What follows belongs to an exercise in optimizing a design on an open flow for small area, a short achievable clock period and few clock cycles; a production flow would make more cautious choices.
The RTL was checked by simulation tests, not by an equivalence proof against the original design.
Power figures rest on the tool's default switching activity, not on a simulated workload.

**flow/run.sh**
```bash
#!/bin/bash
# synth_recipe.tcl (not shown) runs the flow's synth.tcl, then flattens the netlist and writes it again
# the make line also repeats each setting of config.mk as NAME=value (left out here)
make -C /OpenROAD-flow-scripts/flow DESIGN_CONFIG=/design/flow/config.mk WORK_HOME=/design/flow/orfs CLKGATE_MAP_FILE= SYNTH_SCRIPT=/design/flow/synth_recipe.tcl finish
```
**flow/config.mk**
```make
export PLATFORM = sky130hd
export DESIGN_NAME = line_clear_ctrl_module
export DESIGN_NICKNAME = line_clear_ctrl_module
export VERILOG_FILES = /design/flow/design.v
export SDC_FILE = /design/flow/constraint.sdc
export NUM_CORES = 4
export LEC_CHECK = 0
export CAP_MARGIN = 20
export CORE_AREA = 5 5 295 295
export DIE_AREA = 0 0 300 300
export PLACE_DENSITY = 0.6
export SLEW_MARGIN = 20
```
**flow/constraint.sdc**
```tcl
create_clock -name core_clock -period 5.0 [get_ports {clk}]
set_input_delay 1.0000 -clock core_clock [delete_from_list [all_inputs] [get_ports {clk}]]
set_output_delay 1.0000 -clock core_clock [all_outputs]
set_load 0.01 [all_outputs]
```
**flow/design.v**
```verilog
package tetris_map_pkg;
    localparam int ROWS       = 14;
    localparam int COLS       = 10;
    localparam int COL_OFS    = 5;
    localparam int ROW_STRIDE = 20;
    localparam int MAP_W      = 360;
    localparam int IDX_W      = $clog2(MAP_W);
    localparam int PTR_W      = 4;
    localparam int LC_W       = 4;
    typedef enum logic [1:0] {
        IDLE,
        SCAN,
        SHIFT,
        COMMIT
    } clear_state_t;
    function automatic [IDX_W-1:0] idx(input integer r, input integer c);
        idx = COL_OFS + ROW_STRIDE * r + c;
    endfunction
endpackage
module row_full_detect
(
    input  logic [tetris_map_pkg::MAP_W-1:0] map,
    input  logic [tetris_map_pkg::PTR_W-1:0] row_ptr,
    output logic             row_full
);
    logic [tetris_map_pkg::COLS-1:0] row_bits;
    always_comb begin
        row_bits = tetris_map_pkg::COLS'(map >> tetris_map_pkg::idx(int'(row_ptr), 0));
        row_full = &row_bits;
    end
endmodule
module line_clear_ctrl_module
(
    input  logic                   clk,
    input  logic                   rst,
    input  logic                   start,
    input  logic                   vblank,
    input  logic [tetris_map_pkg::MAP_W-1:0]       fixed_square_map,
    output logic                   busy,
    output logic [tetris_map_pkg::MAP_W-1:0]       map_out,
    output logic                   map_we,
    output logic                   done,
    output logic [tetris_map_pkg::LC_W-1:0]        lines_cleared
);
    tetris_map_pkg::clear_state_t     state;
    tetris_map_pkg::clear_state_t     state_next;
    logic [tetris_map_pkg::MAP_W-1:0] work;
    logic [tetris_map_pkg::MAP_W-1:0] shifted;
    logic [tetris_map_pkg::MAP_W-1:0] map_out_q;
    logic [tetris_map_pkg::PTR_W-1:0] row_ptr;
    logic [tetris_map_pkg::LC_W-1:0]  cnt;
    logic [tetris_map_pkg::LC_W-1:0]  lines_q;
    logic             busy_q;
    logic             done_q;
    logic             we_q;
    logic             row_full;
    logic             load;
    logic             dec_ptr;
    logic             do_shift;
    logic             commit;
    logic             finish;
    row_full_detect u_detect (
        .map      (work),
        .row_ptr  (row_ptr),
        .row_full (row_full)
    );
    always_ff @(posedge clk or posedge rst) begin
        if (rst) begin
            state <= tetris_map_pkg::IDLE;
        end else begin
            state <= state_next;
        end
    end
    always_comb begin
        state_next = state;
        load       = 1'b0;
        dec_ptr    = 1'b0;
        do_shift   = 1'b0;
        commit     = 1'b0;
        finish     = 1'b0;
        case (state)
            tetris_map_pkg::IDLE: begin
                if (start) begin
                    load       = 1'b1;
                    state_next = tetris_map_pkg::SCAN;
                end
            end
            tetris_map_pkg::SCAN: begin
                if (row_full) begin
                    state_next = tetris_map_pkg::SHIFT;
                end else if (row_ptr == '0) begin
                    state_next = tetris_map_pkg::COMMIT;
                end else begin
                    dec_ptr = 1'b1;
                end
            end
            tetris_map_pkg::SHIFT: begin
                do_shift   = 1'b1;
                state_next = tetris_map_pkg::SCAN;
            end
            tetris_map_pkg::COMMIT: begin
                if (cnt == '0) begin
                    finish     = 1'b1;
                    state_next = tetris_map_pkg::IDLE;
                end else if (vblank) begin
                    finish     = 1'b1;
                    commit     = 1'b1;
                    state_next = tetris_map_pkg::IDLE;
                end
            end
            default: state_next = tetris_map_pkg::IDLE;
        endcase
    end
    always_comb begin
        shifted = work;
        shifted[tetris_map_pkg::idx(0, 0) +: tetris_map_pkg::COLS] = '0;
        for (int r = 1; r < tetris_map_pkg::ROWS; r++) begin
            if (r <= int'(row_ptr)) begin
                shifted[tetris_map_pkg::idx(r, 0) +: tetris_map_pkg::COLS] = work[tetris_map_pkg::idx(r - 1, 0) +: tetris_map_pkg::COLS];
            end
        end
    end
    always_ff @(posedge clk or posedge rst) begin
        if (rst) begin
            work      <= '0;
            row_ptr   <= '0;
            cnt       <= '0;
            lines_q   <= '0;
            busy_q    <= 1'b0;
            done_q    <= 1'b0;
            we_q      <= 1'b0;
            map_out_q <= '0;
        end else begin
            done_q <= finish;
            we_q   <= commit;
            if (load) begin
                work    <= fixed_square_map;
                row_ptr <= tetris_map_pkg::PTR_W'(tetris_map_pkg::ROWS - 1);
                cnt     <= '0;
                busy_q  <= 1'b1;
            end
            if (dec_ptr) begin
                row_ptr <= row_ptr - 1'b1;
            end
            if (do_shift) begin
                work <= shifted;
                cnt  <= cnt + 1'b1;
            end
            if (commit) begin
                map_out_q <= work;
            end
            if (finish) begin
                busy_q  <= 1'b0;
                lines_q <= (cnt > tetris_map_pkg::LC_W'(tetris_map_pkg::ROWS)) ? tetris_map_pkg::LC_W'(tetris_map_pkg::ROWS) : cnt;
            end
        end
    end
    assign busy          = busy_q;
    assign done          = done_q;
    assign map_we        = we_q;
    assign map_out       = map_out_q;
    assign lines_cleared = lines_q;
endmodule
```
==> flow_summary.html, run 1 <==
<table>
<tr><th>Metric</th><th>Value</th></tr>
<tr><th colspan="2">Global routing</th></tr>
<tr><td>Number of antenna violations at the first check in global routing</td><td>28</td></tr>
<tr><td>Number of global-route vias before repair</td><td>29300</td></tr>
<tr><td>Largest net degree at the start of global routing</td><td>212</td></tr>
<tr><td>GR Util All Layers</td><td>0.289</td></tr>
<tr><td>Overall overflow remaining after global route</td><td>0</td></tr>
<tr><td>First-pass GRT wire length</td><td>198 mm</td></tr>
<tr><th colspan="2">STA</th></tr>
<tr><td>Worst clock skew on the final layout</td><td>15.8 ps</td></tr>
<tr><td>Unrepaired setup endpoints after global routing</td><td>no</td></tr>
<tr><td>Worst Tran Pin Value</td><td>1000 ps</td></tr>
<tr><td>Number of endpoints with negative hold slack in the final report</td><td>0</td></tr>
<tr><td>Min Clock Period, post-route</td><td>4290 ps</td></tr>
<tr><td>Fin. max-slew vios</td><td>0</td></tr>
<tr><td>Sum of negative setup slack</td><td>0 ps</td></tr>
<tr><td>Worst slew margin</td><td>0.333</td></tr>
<tr><td>Maximum achievable frequency</td><td>0.233 GHz</td></tr>
<tr><td>Share of the clock period used by the worst path</td><td>0.857</td></tr>
<tr><td>Setup-violating endpoint count in the final report</td><td>0</td></tr>
<tr><th colspan="2">Synth</th></tr>
<tr><td>Cell count after synthesis</td><td>3773</td></tr>
<tr><td>Post-synthesis register bit count</td><td>737</td></tr>
<tr><td>Share of the synthesized area in the top cell type</td><td>0.565</td></tr>
<tr><td>Primary FF master, synth</td><td>sky130_fd_sc_hd__dfrtp_1</td></tr>
<tr><td>Total of warnings raised by yosys</td><td>2</td></tr>
<tr><td>Fraction of synthesis flops using an asynchronous set or reset pin</td><td>1.00</td></tr>
<tr><td>Post-synth EDFFs</td><td>0</td></tr>
<tr><td>Post-Synthesis Net Count</td><td>4149</td></tr>
<tr><td>Synth area leaders</td><td>sky130_fd_sc_hd__dfrtp_1 56%, sky130_fd_sc_hd__nand2_1 22%, sky130_fd_sc_hd__a22oi_1 2.3%</td></tr>
<tr><td>Count of distinct cell types in the synthesized netlist</td><td>72</td></tr>
<tr><td>Share of synthesized area occupied by flip-flops and latches</td><td>0.565</td></tr>
<tr><td>Mean area per synthesized cell</td><td>8.66 um2</td></tr>
<tr><td>Most area-hungry cell type in the Yosys netlist</td><td>sky130_fd_sc_hd__dfrtp_1</td></tr>
<tr><td>Post-synthesis instance area</td><td>32700 um2</td></tr>
<tr><th colspan="2">Routing</th></tr>
<tr><td>Number of nets with antenna violations after detailed routing</td><td>0</td></tr>
<tr><td>Total wirelength of the detailed-routed design</td><td>134 mm</td></tr>
<tr><td>Wire length per cell after detailed routing</td><td>24.0 um</td></tr>
<tr><td>Via/cell ratio</td><td>5.33</td></tr>
<tr><td>First-iteration detailed-routing DRC count</td><td>2814</td></tr>
<tr><td>Via count of the routed design</td><td>29700</td></tr>
<tr><td>Number of iterations in the first detailed-routing pass</td><td>6</td></tr>
<tr><td>DRC violations left</td><td>0</td></tr>
<tr><th colspan="2">Layout</th></tr>
<tr><td>Area Overhead vs Synth</td><td>34.1%</td></tr>
<tr><td>Most common cell after layout, fill and taps aside</td><td>sky130_fd_sc_hd__nand2_1</td></tr>
<tr><td>Leading cell types in the layout, fill and taps excluded</td><td>1928 x sky130_fd_sc_hd__nand2_1, 736 x sky130_fd_sc_hd__dfrtp_1, 730 x sky130_fd_sc_hd__clkdlybuf4s50_1</td></tr>
<tr><td>Post-route cell area</td><td>43800 um2</td></tr>
<tr><td>Fin cells</td><td>5581</td></tr>
<tr><td>Fraction of layout instances using a drive strength above 1</td><td>0.0536</td></tr>
<tr><td>Post-layout nets</td><td>4784</td></tr>
<tr><th colspan="2">Placed design</th></tr>
<tr><td>Detailed-placement wirelength estimate</td><td>96.8 mm</td></tr>
<tr><td>Placed inst area</td><td>41000 um2</td></tr>
<tr><td>Routability-driven placement congestion ratio</td><td>0.868</td></tr>
<tr><td>Number of buffers inserted by port buffering</td><td>730</td></tr>
<tr><td>Cells after DPL</td><td>5401</td></tr>
<tr><th colspan="2">Clocking</th></tr>
<tr><td>Worst skew pair latency</td><td>630 ps</td></tr>
<tr><td>Reg clk slew, reported paths</td><td>60 ps</td></tr>
<tr><td>Number of sinks on the clock net</td><td>737</td></tr>
<tr><td>H-tree Lvls</td><td>3</td></tr>
<tr><td>Cts bufs inserted</td><td>84</td></tr>
<tr><td>Number of buffers inserted to repair setup after CTS</td><td>0</td></tr>
<tr><td>Clock tree root buffer cell</td><td>sky130_fd_sc_hd__clkbuf_16</td></tr>
<tr><td>Clock tree from TritonCTS</td><td>done</td></tr>
<tr><td>Gates resized, CTS repair</td><td>0</td></tr>
<tr><td>Maximum count of clock buffers along a single path</td><td>3</td></tr>
<tr><td>Number of hold-repair buffers added at the cts stage</td><td>0</td></tr>
<tr><th colspan="2">Critical path</th></tr>
<tr><td>Worst-path fanout max</td><td>57</td></tr>
<tr><td>Crit-path slowest cell</td><td>sky130_fd_sc_hd__dfrtp_1</td></tr>
<tr><td>WP data arrival</td><td>4740 ps</td></tr>
<tr><td>Kind of end point of the critical path</td><td>flip-flop</td></tr>
<tr><td>CP Cell Sequence</td><td>inv_1, ha_4, buf_4, nand2b_1, o22ai_1, o21ai_0, a211o_1, a21oi_1, nor4b_1, o211ai_2, a21oi_1, o21ai_0</td></tr>
<tr><td>Biggest cell delay along the critical path</td><td>590 ps</td></tr>
<tr><td>Data required time of the worst path</td><td>5450 ps</td></tr>
<tr><td>Start-to-end type of the worst setup path</td><td>flip-flop to flip-flop</td></tr>
<tr><td>Startpoint types</td><td>flip-flop</td></tr>
<tr><th colspan="2">Die</th></tr>
<tr><td>DIE WIDTH</td><td>300 um</td></tr>
<tr><td>Area of the placeable core</td><td>83600 um2</td></tr>
<tr><td>Overall die height</td><td>300 um</td></tr>
<tr><td>Die area</td><td>90000 um2</td></tr>
<tr><td>Boundary pin count</td><td>731</td></tr>
<tr><td>Initial cell density of the core</td><td>0.391</td></tr>
<tr><td>Standard-cell row count</td><td>106</td></tr>
<tr><th colspan="2">Flow run</th></tr>
<tr><td>Max-Cap Viols</td><td>0</td></tr>
<tr><th colspan="2">Pwr</th></tr>
<tr><td>Static leakage</td><td>20.8 nW</td></tr>
<tr><td>Total power after layout</td><td>0.0307 W</td></tr>
<tr><td>Worst supply voltage drop on vdd</td><td>0.344 mV</td></tr>
<tr><td>Power density over the cells</td><td>700 nW/um2</td></tr>
<tr><th colspan="2">Status</th></tr>
<tr><td>Outcome</td><td>finished clean</td></tr>
<tr><th colspan="2">Hold path</th></tr>
<tr><td>Class of the worst hold path</td><td>flip-flop to flip-flop</td></tr>
</table>
[cell type report]
cell class | instances | area [um2]
clock inverters | 24 | 273
flip-flops and latches | 737 | 18400
inverters | 13 | 60.1
multi-input cells | 2786 | 13200
well taps | 1080 | 1350
fillers | 7823 | 39800
repair buffers | 786 | 7890
diodes | 25 | 62.6
clock buffers | 130 | 2470
[sequential cells by signal, summed over array words and instances, names as in the netlist]
register   cells
busy_q         1
state          2
row_ptr        4
work         360
cnt            4
lines_q        4
map_out_q    360
we_q           1
done_q         1
[metal layers]
metal / global-route usage / vias to the layer above / part of all wire
met4: 0.102 / 4 / 0.034
met3: 0.0620 / 193 / 0.072
li1: - / 13700 / -
met5: 0 / - / 0.00020
met1: 0.382 / 14700 / 0.41
met2: 0.474 / 1101 / 0.48
[cells in the mapped netlist, types with 3 or more instances]
cell type / number
sky130_fd_sc_hd__a211o_1: 6
sky130_fd_sc_hd__a211oi_1: 10
sky130_fd_sc_hd__a21oi_1: 101
sky130_fd_sc_hd__a221o_1: 30
sky130_fd_sc_hd__a221oi_1: 4
sky130_fd_sc_hd__a22oi_1: 102
sky130_fd_sc_hd__a31oi_1: 8
sky130_fd_sc_hd__and2_1: 3
sky130_fd_sc_hd__and3_1: 36
sky130_fd_sc_hd__buf_1: 14
sky130_fd_sc_hd__buf_2: 35
sky130_fd_sc_hd__buf_4: 5
sky130_fd_sc_hd__clkbuf_1: 181
sky130_fd_sc_hd__dfrtp_1: 737
sky130_fd_sc_hd__ha_1: 11
sky130_fd_sc_hd__inv_1: 11
sky130_fd_sc_hd__mux2_2: 7
sky130_fd_sc_hd__mux2i_1: 15
sky130_fd_sc_hd__mux4_1: 3
sky130_fd_sc_hd__mux4_2: 27
sky130_fd_sc_hd__nand2_1: 1929
sky130_fd_sc_hd__nand2b_1: 5
sky130_fd_sc_hd__nand3_1: 91
sky130_fd_sc_hd__nand3b_1: 9
sky130_fd_sc_hd__nand4_1: 56
sky130_fd_sc_hd__nand4b_1: 11
sky130_fd_sc_hd__nor2_1: 101
sky130_fd_sc_hd__nor2b_1: 4
sky130_fd_sc_hd__nor3_1: 12
sky130_fd_sc_hd__nor3b_1: 5
sky130_fd_sc_hd__o211ai_1: 26
sky130_fd_sc_hd__o21a_1: 3
sky130_fd_sc_hd__o21ai_0: 87
sky130_fd_sc_hd__o221ai_1: 5
sky130_fd_sc_hd__o22ai_1: 19
sky130_fd_sc_hd__o31ai_1: 4
sky130_fd_sc_hd__o32ai_1: 7
sky130_fd_sc_hd__or2_2: 3
sky130_fd_sc_hd__xnor2_1: 5
sky130_fd_sc_hd__xor2_1: 4
[stage by stage]
stage | hold slack, ps | worst slack (ps) | util
after detailed placement | 461 | 659 | 0.490
after global routing | 489 | 360 | 0.524
after CTS | 476 | 629 | 0.523
after floorplan | 439 | -6100 | -
final | 470 | 715 | 0.524
after global placement | 447 | 836 | 0.490
[critical path, delay by kind of cell (launching register included)]
family,cells,cell delay (ps)
flops,1,590
buf+inv,2,710
compound gates,7,1380
simple gates,2,1090
fa+ha+maj,1,320
[path summary, 6_finish.rpt]
check                                    start              to  slack [ps]  cells past startpoint
worst max register to register      row_ptr[1]        state[0]         710                     12
worst max-delay path                row_ptr[1]        state[0]         710                     12
worst min register to register  map_out_q[210]  map_out_q[210]         470                      2
min in group asynchronous                  rst       work[161]         750                      2
max in group asynchronous                  rst        work[33]        2970                      3
worst min-delay path            map_out_q[210]  map_out_q[210]         470                      2
[logic make-up after synthesis]
family,synth area share
muxes,0.0280
buffers and inverters,0.0311
xor gates and xnor gates,0.00460
DFF,0.565
adders and majority gates,0.00483
and+or+nand+nor,0.278
AOI/OAI and AO/OA,0.0889
[power by group]
group	internal [W]	switching, W
combinational	0.00546	0.00725
clock	0.00359	0.00260
sequential	0.00858	0.00318
total	0.0176	0.0130
Testbench counts, summed over its fixed seeds: cycles 7,336.
==> inputs of run 2 (changes only) <==
==> flow/design.v (replaced) <==
package tetris_map_pkg;
    localparam int ROWS       = 14;
    localparam int COLS       = 10;
    localparam int COL_OFS    = 5;
    localparam int ROW_STRIDE = 20;
    localparam int MAP_W      = 360;
    localparam int IDX_W      = $clog2(MAP_W);
    localparam int PTR_W      = 4;
    localparam int LC_W       = 4;
    function automatic [IDX_W-1:0] idx(input integer r, input integer c);
        idx = COL_OFS + ROW_STRIDE * r + c;
    endfunction
endpackage
module row_full_detect
(
    input  logic [tetris_map_pkg::COLS-1:0] row_bits,
    output logic                            row_full
);
    assign row_full = &row_bits;
endmodule
module line_clear_ctrl_module
(
    input  logic                   clk,
    input  logic                   rst,
    input  logic                   start,
    input  logic                   vblank,
    input  logic [tetris_map_pkg::MAP_W-1:0]       fixed_square_map,
    output logic                   busy,
    output logic [tetris_map_pkg::MAP_W-1:0]       map_out,
    output logic                   map_we,
    output logic                   done,
    output logic [tetris_map_pkg::LC_W-1:0]        lines_cleared
);
    localparam int ROWS = tetris_map_pkg::ROWS;
    localparam int COLS = tetris_map_pkg::COLS;
    logic [ROWS-1:0]  full;
    logic [3:0]       d     [ROWS];
    logic [COLS-1:0]  row_d [5][ROWS];
    logic             vld   [5][ROWS];
    logic [3:0]       sh    [5][ROWS];
    logic [3:0]       k;
    logic [tetris_map_pkg::MAP_W-1:0] result;
    logic                             busy_q;
    logic                             done_q;
    logic                             we_q;
    logic [tetris_map_pkg::LC_W-1:0]  lines_q;
    logic [tetris_map_pkg::MAP_W-1:0] map_out_q;
    logic                             accept;
    for (genvar r = 0; r < ROWS; r++) begin : g_det
        row_full_detect u_detect (
            .row_bits (fixed_square_map[tetris_map_pkg::idx(r, 0) +: COLS]),
            .row_full (full[r])
        );
    end
    always_comb begin
        d[ROWS-1] = '0;
        for (int r = ROWS - 2; r >= 0; r--) d[r] = d[r+1] + 4'(full[r+1]);
        k = d[0] + 4'(full[0]);
    end
    always_comb begin
        for (int r = 0; r < ROWS; r++) begin
            row_d[0][r] = fixed_square_map[tetris_map_pkg::idx(r, 0) +: COLS];
            vld[0][r]   = ~full[r];
            sh[0][r]    = d[r];
        end
        for (int b = 0; b < 4; b++) begin
            for (int p = 0; p < ROWS; p++) begin
                logic mv_in, stay;
                mv_in = (p >= (1 << b)) ? (vld[b][p - (1 << b)] & sh[b][p - (1 << b)][b]) : 1'b0;
                stay  = vld[b][p] & ~sh[b][p][b];
                row_d[b+1][p] = ({COLS{mv_in}} & ((p >= (1 << b)) ? row_d[b][p - (1 << b)] : '0))
                              | ({COLS{stay}}  & row_d[b][p]);
                vld[b+1][p]   = mv_in | stay;
                sh[b+1][p]    = mv_in ? sh[b][p - (1 << b)] : sh[b][p];
            end
        end
        result = fixed_square_map;
        for (int r = 0; r < ROWS; r++) result[tetris_map_pkg::idx(r, 0) +: COLS] = row_d[4][r];
    end
    assign accept = start & ~busy_q;
    always_ff @(posedge clk or posedge rst) begin
        if (rst) begin
            busy_q <= 1'b0;
            done_q <= 1'b0;
            we_q   <= 1'b0;
        end else if (accept) begin
            busy_q <= (k != '0) & ~vblank;
            done_q <= (k == '0) | vblank;
            we_q   <= (k != '0) & vblank;
        end else if (busy_q) begin
            busy_q <= ~vblank;
            done_q <= vblank;
            we_q   <= vblank;
        end else begin
            done_q <= 1'b0;
            we_q   <= 1'b0;
        end
    end
    always_ff @(posedge clk) begin
        if (accept) begin
            map_out_q <= result;
            lines_q   <= k;
        end
    end
    assign busy          = busy_q;
    assign done          = done_q;
    assign map_we        = we_q;
    assign map_out       = map_out_q;
    assign lines_cleared = lines_q;
endmodule
==> flow_summary.html, run 2 <==
<table>
<tr><th>Metric</th><th>Value</th></tr>
<tr><th colspan="2">Hold path</th></tr>
<tr><td>Class of the worst hold path</td><td>primary input to asynchronous set/reset pin</td></tr>
<tr><th colspan="2">Clocking</th></tr>
<tr><td>Clock tree root buffer cell</td><td>sky130_fd_sc_hd__clkbuf_16</td></tr>
<tr><td>H-tree Lvls</td><td>2</td></tr>
<tr><td>Number of sinks on the clock net</td><td>367</td></tr>
<tr><td>Maximum count of clock buffers along a single path</td><td>3</td></tr>
<tr><td>Number of hold-repair buffers added at the cts stage</td><td>0</td></tr>
<tr><td>Worst skew pair latency</td><td>550 ps</td></tr>
<tr><td>Clock tree from TritonCTS</td><td>done</td></tr>
<tr><td>Reg clk slew, reported paths</td><td>60 ps</td></tr>
<tr><td>Cts bufs inserted</td><td>39</td></tr>
<tr><th colspan="2">Critical path</th></tr>
<tr><td>Cells on worst reg2reg path</td><td>2</td></tr>
<tr><td>Start-to-end type of the worst setup path</td><td>primary input to flip-flop</td></tr>
<tr><td>RR Startpoint</td><td>busy_q</td></tr>
<tr><td>End point of the critical path</td><td>map_out_q[234]</td></tr>
<tr><td>Startpoint types</td><td>primary input</td></tr>
<tr><td>Kind of end point of the critical path</td><td>flip-flop</td></tr>
<tr><td>Data required time of the worst path</td><td>5360 ps</td></tr>
<tr><td>Biggest cell delay along the critical path</td><td>580 ps</td></tr>
<tr><td>WP data arrival</td><td>6850 ps</td></tr>
<tr><td>Crit-path slowest cell</td><td>sky130_fd_sc_hd__fa_2</td></tr>
<tr><td>Worst-path fanout max</td><td>5</td></tr>
<tr><td>Timing startpoint of the critical path</td><td>fixed_square_map[272]</td></tr>
<tr><td>Reg-to-reg setup timing slack</td><td>2960 ps</td></tr>
<tr><td>Reg2Reg Capture Point</td><td>map_out_q[145]</td></tr>
<tr><th colspan="2">Die</th></tr>
<tr><td>DIE WIDTH</td><td>300 um</td></tr>
<tr><td>Initial cell density of the core</td><td>0.219</td></tr>
<tr><td>Overall die height</td><td>300 um</td></tr>
<tr><td>Boundary pin count</td><td>731</td></tr>
<tr><td>Standard-cell row count</td><td>106</td></tr>
<tr><td>Die area</td><td>90000 um2</td></tr>
<tr><td>Area of the placeable core</td><td>83600 um2</td></tr>
<tr><th colspan="2">Pwr</th></tr>
<tr><td>Internal Power</td><td>0.00605 W</td></tr>
<tr><td>Proportion of total power due to net switching</td><td>0.258</td></tr>
<tr><td>Clock share of power</td><td>0.364</td></tr>
<tr><td>Static leakage</td><td>13.4 nW</td></tr>
<tr><td>Total power after layout</td><td>0.00815 W</td></tr>
<tr><td>Net switching power figure</td><td>0.00210 W</td></tr>
<tr><td>Worst supply voltage drop on vdd</td><td>0.188 mV</td></tr>
<tr><td>Power share of the combinational group</td><td>0.186</td></tr>
<tr><td>Power density over the cells</td><td>236 nW/um2</td></tr>
<tr><td>Part of the power in registers</td><td>0.450</td></tr>
<tr><th colspan="2">Synth</th></tr>
<tr><td>Cell count after synthesis</td><td>1439</td></tr>
<tr><td>Count of distinct cell types in the synthesized netlist</td><td>69</td></tr>
<tr><td>Share of synthesized area occupied by flip-flops and latches</td><td>0.601</td></tr>
<tr><td>Share of the synthesized area in the top cell type</td><td>0.597</td></tr>
<tr><td>Most area-hungry cell type in the Yosys netlist</td><td>sky130_fd_sc_hd__edfxtp_1</td></tr>
<tr><td>Post-Synthesis Net Count</td><td>1864</td></tr>
<tr><td>Post-synthesis instance area</td><td>18300 um2</td></tr>
<tr><td>Primary FF master, synth</td><td>sky130_fd_sc_hd__edfxtp_1</td></tr>
<tr><td>Mean area per synthesized cell</td><td>12.7 um2</td></tr>
<tr><td>Fraction of synthesis flops using an asynchronous set or reset pin</td><td>0.00817</td></tr>
<tr><td>Leading cell types by count after synthesis</td><td>364 x sky130_fd_sc_hd__edfxtp_1, 126 x sky130_fd_sc_hd__a22oi_1, 102 x sky130_fd_sc_hd__nor2_1</td></tr>
<tr><td>Total of warnings raised by yosys</td><td>5</td></tr>
<tr><td>Synth area leaders</td><td>sky130_fd_sc_hd__edfxtp_1 60%, sky130_fd_sc_hd__a22oi_1 5.2%, sky130_fd_sc_hd__ha_1 3.3%</td></tr>
<tr><td>Most instantiated library cell after synthesis</td><td>sky130_fd_sc_hd__edfxtp_1</td></tr>
<tr><td>Post-synth EDFFs</td><td>364</td></tr>
<tr><td>Post-synthesis register bit count</td><td>367</td></tr>
<tr><th colspan="2">STA</th></tr>
<tr><td>Slack of the critical path</td><td>-1480 ps</td></tr>
<tr><td>Min Clock Period, post-route</td><td>6480 ps</td></tr>
<tr><td>Worst clock skew on the final layout</td><td>16.6 ps</td></tr>
<tr><td>Setup-violating endpoint count in the final report</td><td>147</td></tr>
<tr><td>Worst slew margin</td><td>0.431</td></tr>
<tr><td>Number of endpoints with negative hold slack in the final report</td><td>0</td></tr>
<tr><td>Unrepaired setup endpoints after global routing</td><td>yes</td></tr>
<tr><td>Maximum achievable frequency</td><td>0.154 GHz</td></tr>
<tr><td>Fin. max-slew vios</td><td>0</td></tr>
<tr><td>Worst Tran Pin Value</td><td>845 ps</td></tr>
<tr><td>Share of the clock period used by the worst path</td><td>1.30</td></tr>
<tr><th colspan="2">Routing</th></tr>
<tr><td>Number of nets with antenna violations after detailed routing</td><td>0</td></tr>
<tr><td>DRC violations left</td><td>0</td></tr>
<tr><td>First-iteration detailed-routing DRC count</td><td>2115</td></tr>
<tr><td>Total wirelength of the detailed-routed design</td><td>115 mm</td></tr>
<tr><td>Via count of the routed design</td><td>19000</td></tr>
<tr><td>Number of iterations in the first detailed-routing pass</td><td>7</td></tr>
<tr><td>Via/cell ratio</td><td>4.98</td></tr>
<tr><td>Wire length per cell after detailed routing</td><td>30.2 um</td></tr>
<tr><th colspan="2">Layout</th></tr>
<tr><td>Reg with most FFs</td><td>map_out_q</td></tr>
<tr><td>Post-layout nets</td><td>3129</td></tr>
<tr><td>Fin cells</td><td>3821</td></tr>
<tr><td>Number of flip-flops under the largest register name</td><td>360</td></tr>
<tr><td>Final design utilization</td><td>0.413</td></tr>
<tr><td>Most common cell after layout, fill and taps aside</td><td>sky130_fd_sc_hd__clkdlybuf4s50_1</td></tr>
<tr><td>Fraction of layout instances using a drive strength above 1</td><td>0.334</td></tr>
<tr><td>Leading cell types in the layout, fill and taps excluded</td><td>697 x sky130_fd_sc_hd__clkdlybuf4s50_1, 505 x sky130_fd_sc_hd__buf_4, 364 x sky130_fd_sc_hd__edfxtp_1</td></tr>
<tr><td>Largest registers ranked by flip-flop count</td><td>map_out_q: 360 flops, lines_q: 4 flops</td></tr>
<tr><td>Area Overhead vs Synth</td><td>88.4%</td></tr>
<tr><th colspan="2">Global routing</th></tr>
<tr><td>Largest net degree at the start of global routing</td><td>101</td></tr>
<tr><td>Number of antenna violations at the first check in global routing</td><td>14</td></tr>
<tr><td>First-pass GRT wire length</td><td>153 mm</td></tr>
<tr><td>GR Util All Layers</td><td>0.239</td></tr>
<tr><td>Overall overflow remaining after global route</td><td>0</td></tr>
<tr><td>Number of global-route vias before repair</td><td>19300</td></tr>
<tr><th colspan="2">Placed design</th></tr>
<tr><td>Detailed-placement wirelength estimate</td><td>95.5 mm</td></tr>
<tr><td>Routability-driven placement congestion ratio</td><td>1.03</td></tr>
<tr><td>Cells after DPL</td><td>3688</td></tr>
<tr><td>Number of buffers inserted by port buffering</td><td>730</td></tr>
<tr><td>Worst setup slack after placement</td><td>-2910 ps</td></tr>
<tr><th colspan="2">Flow run</th></tr>
<tr><td>Max-Cap Viols</td><td>0</td></tr>
<tr><th colspan="2">Status</th></tr>
<tr><td>Outcome</td><td>complete, but fails checks</td></tr>
<tr><td>Layout Check Fail Reasons</td><td>negative setup slack</td></tr>
</table>
## run 2: cell count changes in the layout (fill, tap and decap cells not counted), moves of 43 or more
| cell | delta |
|---|---|
| sky130_fd_sc_hd__nand2_1 | -1850 |
| sky130_fd_sc_hd__dfrtp_1 | -733 |
| sky130_fd_sc_hd__buf_4 | +461 |
| sky130_fd_sc_hd__edfxtp_1 | +364 |
| sky130_fd_sc_hd__nand3_1 | -80 |
| sky130_fd_sc_hd__o21ai_0 | -55 |
| sky130_fd_sc_hd__a21oi_1 | -54 |
| sky130_fd_sc_hd__buf_6 | +52 |
| sky130_fd_sc_hd__clkbuf_16 | -43 |
## run 2: power groups by stage
| stage | Clock (W) | Sequential, W | Combinational, W |
|---|---|---|---|
| 4_1_cts | 0.00304 | 0.00367 | 0.00148 |
| 3_5_place_dp | 0 | 0.00374 | 0.00144 |
| 2_1_floorplan | 0 | 0.00381 | 0.000228 |
| 3_3_place_gp | 0 | 0.00373 | 0.00144 |
| 6_report | 0.00297 | 0.00367 | 0.00151 |
| 5_1_grt | 0.00315 | 0.00368 | 0.00155 |
## run 2: through the flow
step           cell area (um2)  hold WS [ps]  setup TNS [ps]
6_report                 34500           615         -197320
4_1_cts                  33900           581         -192980
3_5_place_dp             30900           640         -403790
5_1_grt                  34500           614         -214390
2_1_floorplan            18600           646         -947890
3_3_place_gp             30900           619         -403900
## run 2: how the worst min path moves through the flow
| stage | startpoint | endpoint | slack [ps] |
|---|---|---|---|
| after floorplan | busy_q | done_q | 650 |
| after global placement | busy_q | done_q | 620 |
| after detailed placement | busy_q | done_q | 640 |
| after CTS | rst | done_q | 580 |
| after global routing | rst | done_q | 610 |
| final | rst | done_q | 620 |
## run 2: cells by family (layout without fill, tap and decap cells)
logic type | Yosys count | after routing | synth area share
buffers and inverters | 113 | 1404 | 0.0251
XOR/XNOR | 60 | 61 | 0.0377
flip-flops | 367 | 367 | 0.601
AO/OA/AOI/OAI | 475 | 475 | 0.188
adder cells (fa/ha/maj) | 61 | 61 | 0.0466
AND/OR/NAND/NOR | 346 | 349 | 0.0910
other | 0 | 6 | 0
multiplexers | 17 | 18 | 0.0101
## run 2: layout make-up
| type | count | area [um2] |
|---|---|---|
| inverter | 36 | 143 |
| multi-input combinational | 964 | 8790 |
| timing repair buffer | 1296 | 11900 |
| antenna | 6 | 15.0 |
| sequential | 367 | 11000 |
| clock inverter | 24 | 244 |
| tap | 1080 | 1350 |
| clock buffer | 48 | 1010 |
| fill | 7882 | 49100 |
## run 2: timing repair
action	CTS	global route
pin swaps	82	36
endpoints found under the setup margin	147	147
gates cloned	9	3
buffers inserted	37	15
gates resized for setup	331	114
## run 2: critical path: cells and delay by family
kind                       cells  cell delay [ps]
buffers and inverters          8              670
xor gates and xnor gates       2              240
AOI/OAI and AO/OA              4              940
adders and majority gates      8             3380
and+or+nand+nor                3              610
## run 2: per-layer routing
layer,global-route usage,vias to the layer above,share of wire
li1,-,8253,-
met1,0.293,9430,0.39
met2,0.411,1152,0.49
met3,0.0597,186,0.085
met4,0.0799,12,0.038
met5,0,-,0.00068
Testbench counts of run 2, summed over its fixed seeds: cycles 384.

==> static timing again, ports no longer ideal <==
The flow's constraints put no driver on any port. The routed layouts listed below were extracted and timed again, unchanged, in two steps.
Step 1 assumes that a clkbuf_16 drives the clock port and a buf_2 every other input.
Step 2 also shifts input and output timing later by t, the mid clock arrival at the registers, as if the neighbouring blocks saw the same clock.
Slacks: no drivers / after step 1 / after step 2; pairs: no drivers / after step 1.
run	t (ns)	slack for setup (ns)	worst setup path after step 2	latest minus earliest clock arrival (ns)	worst register clock-pin slew, ns
run 1	0.686	0.715 / 0.715 / 0.715	register to register	0.019 / 0.018	0.06 / 0.06
run 2	0.603	-1.484 / -1.462 / -2.065	input to register	0.026 / 0.026	0.07 / 0.07
The setup slack of run 2, which loses most, moves by +0.022 ns with the drivers and by -0.581 ns with both steps.
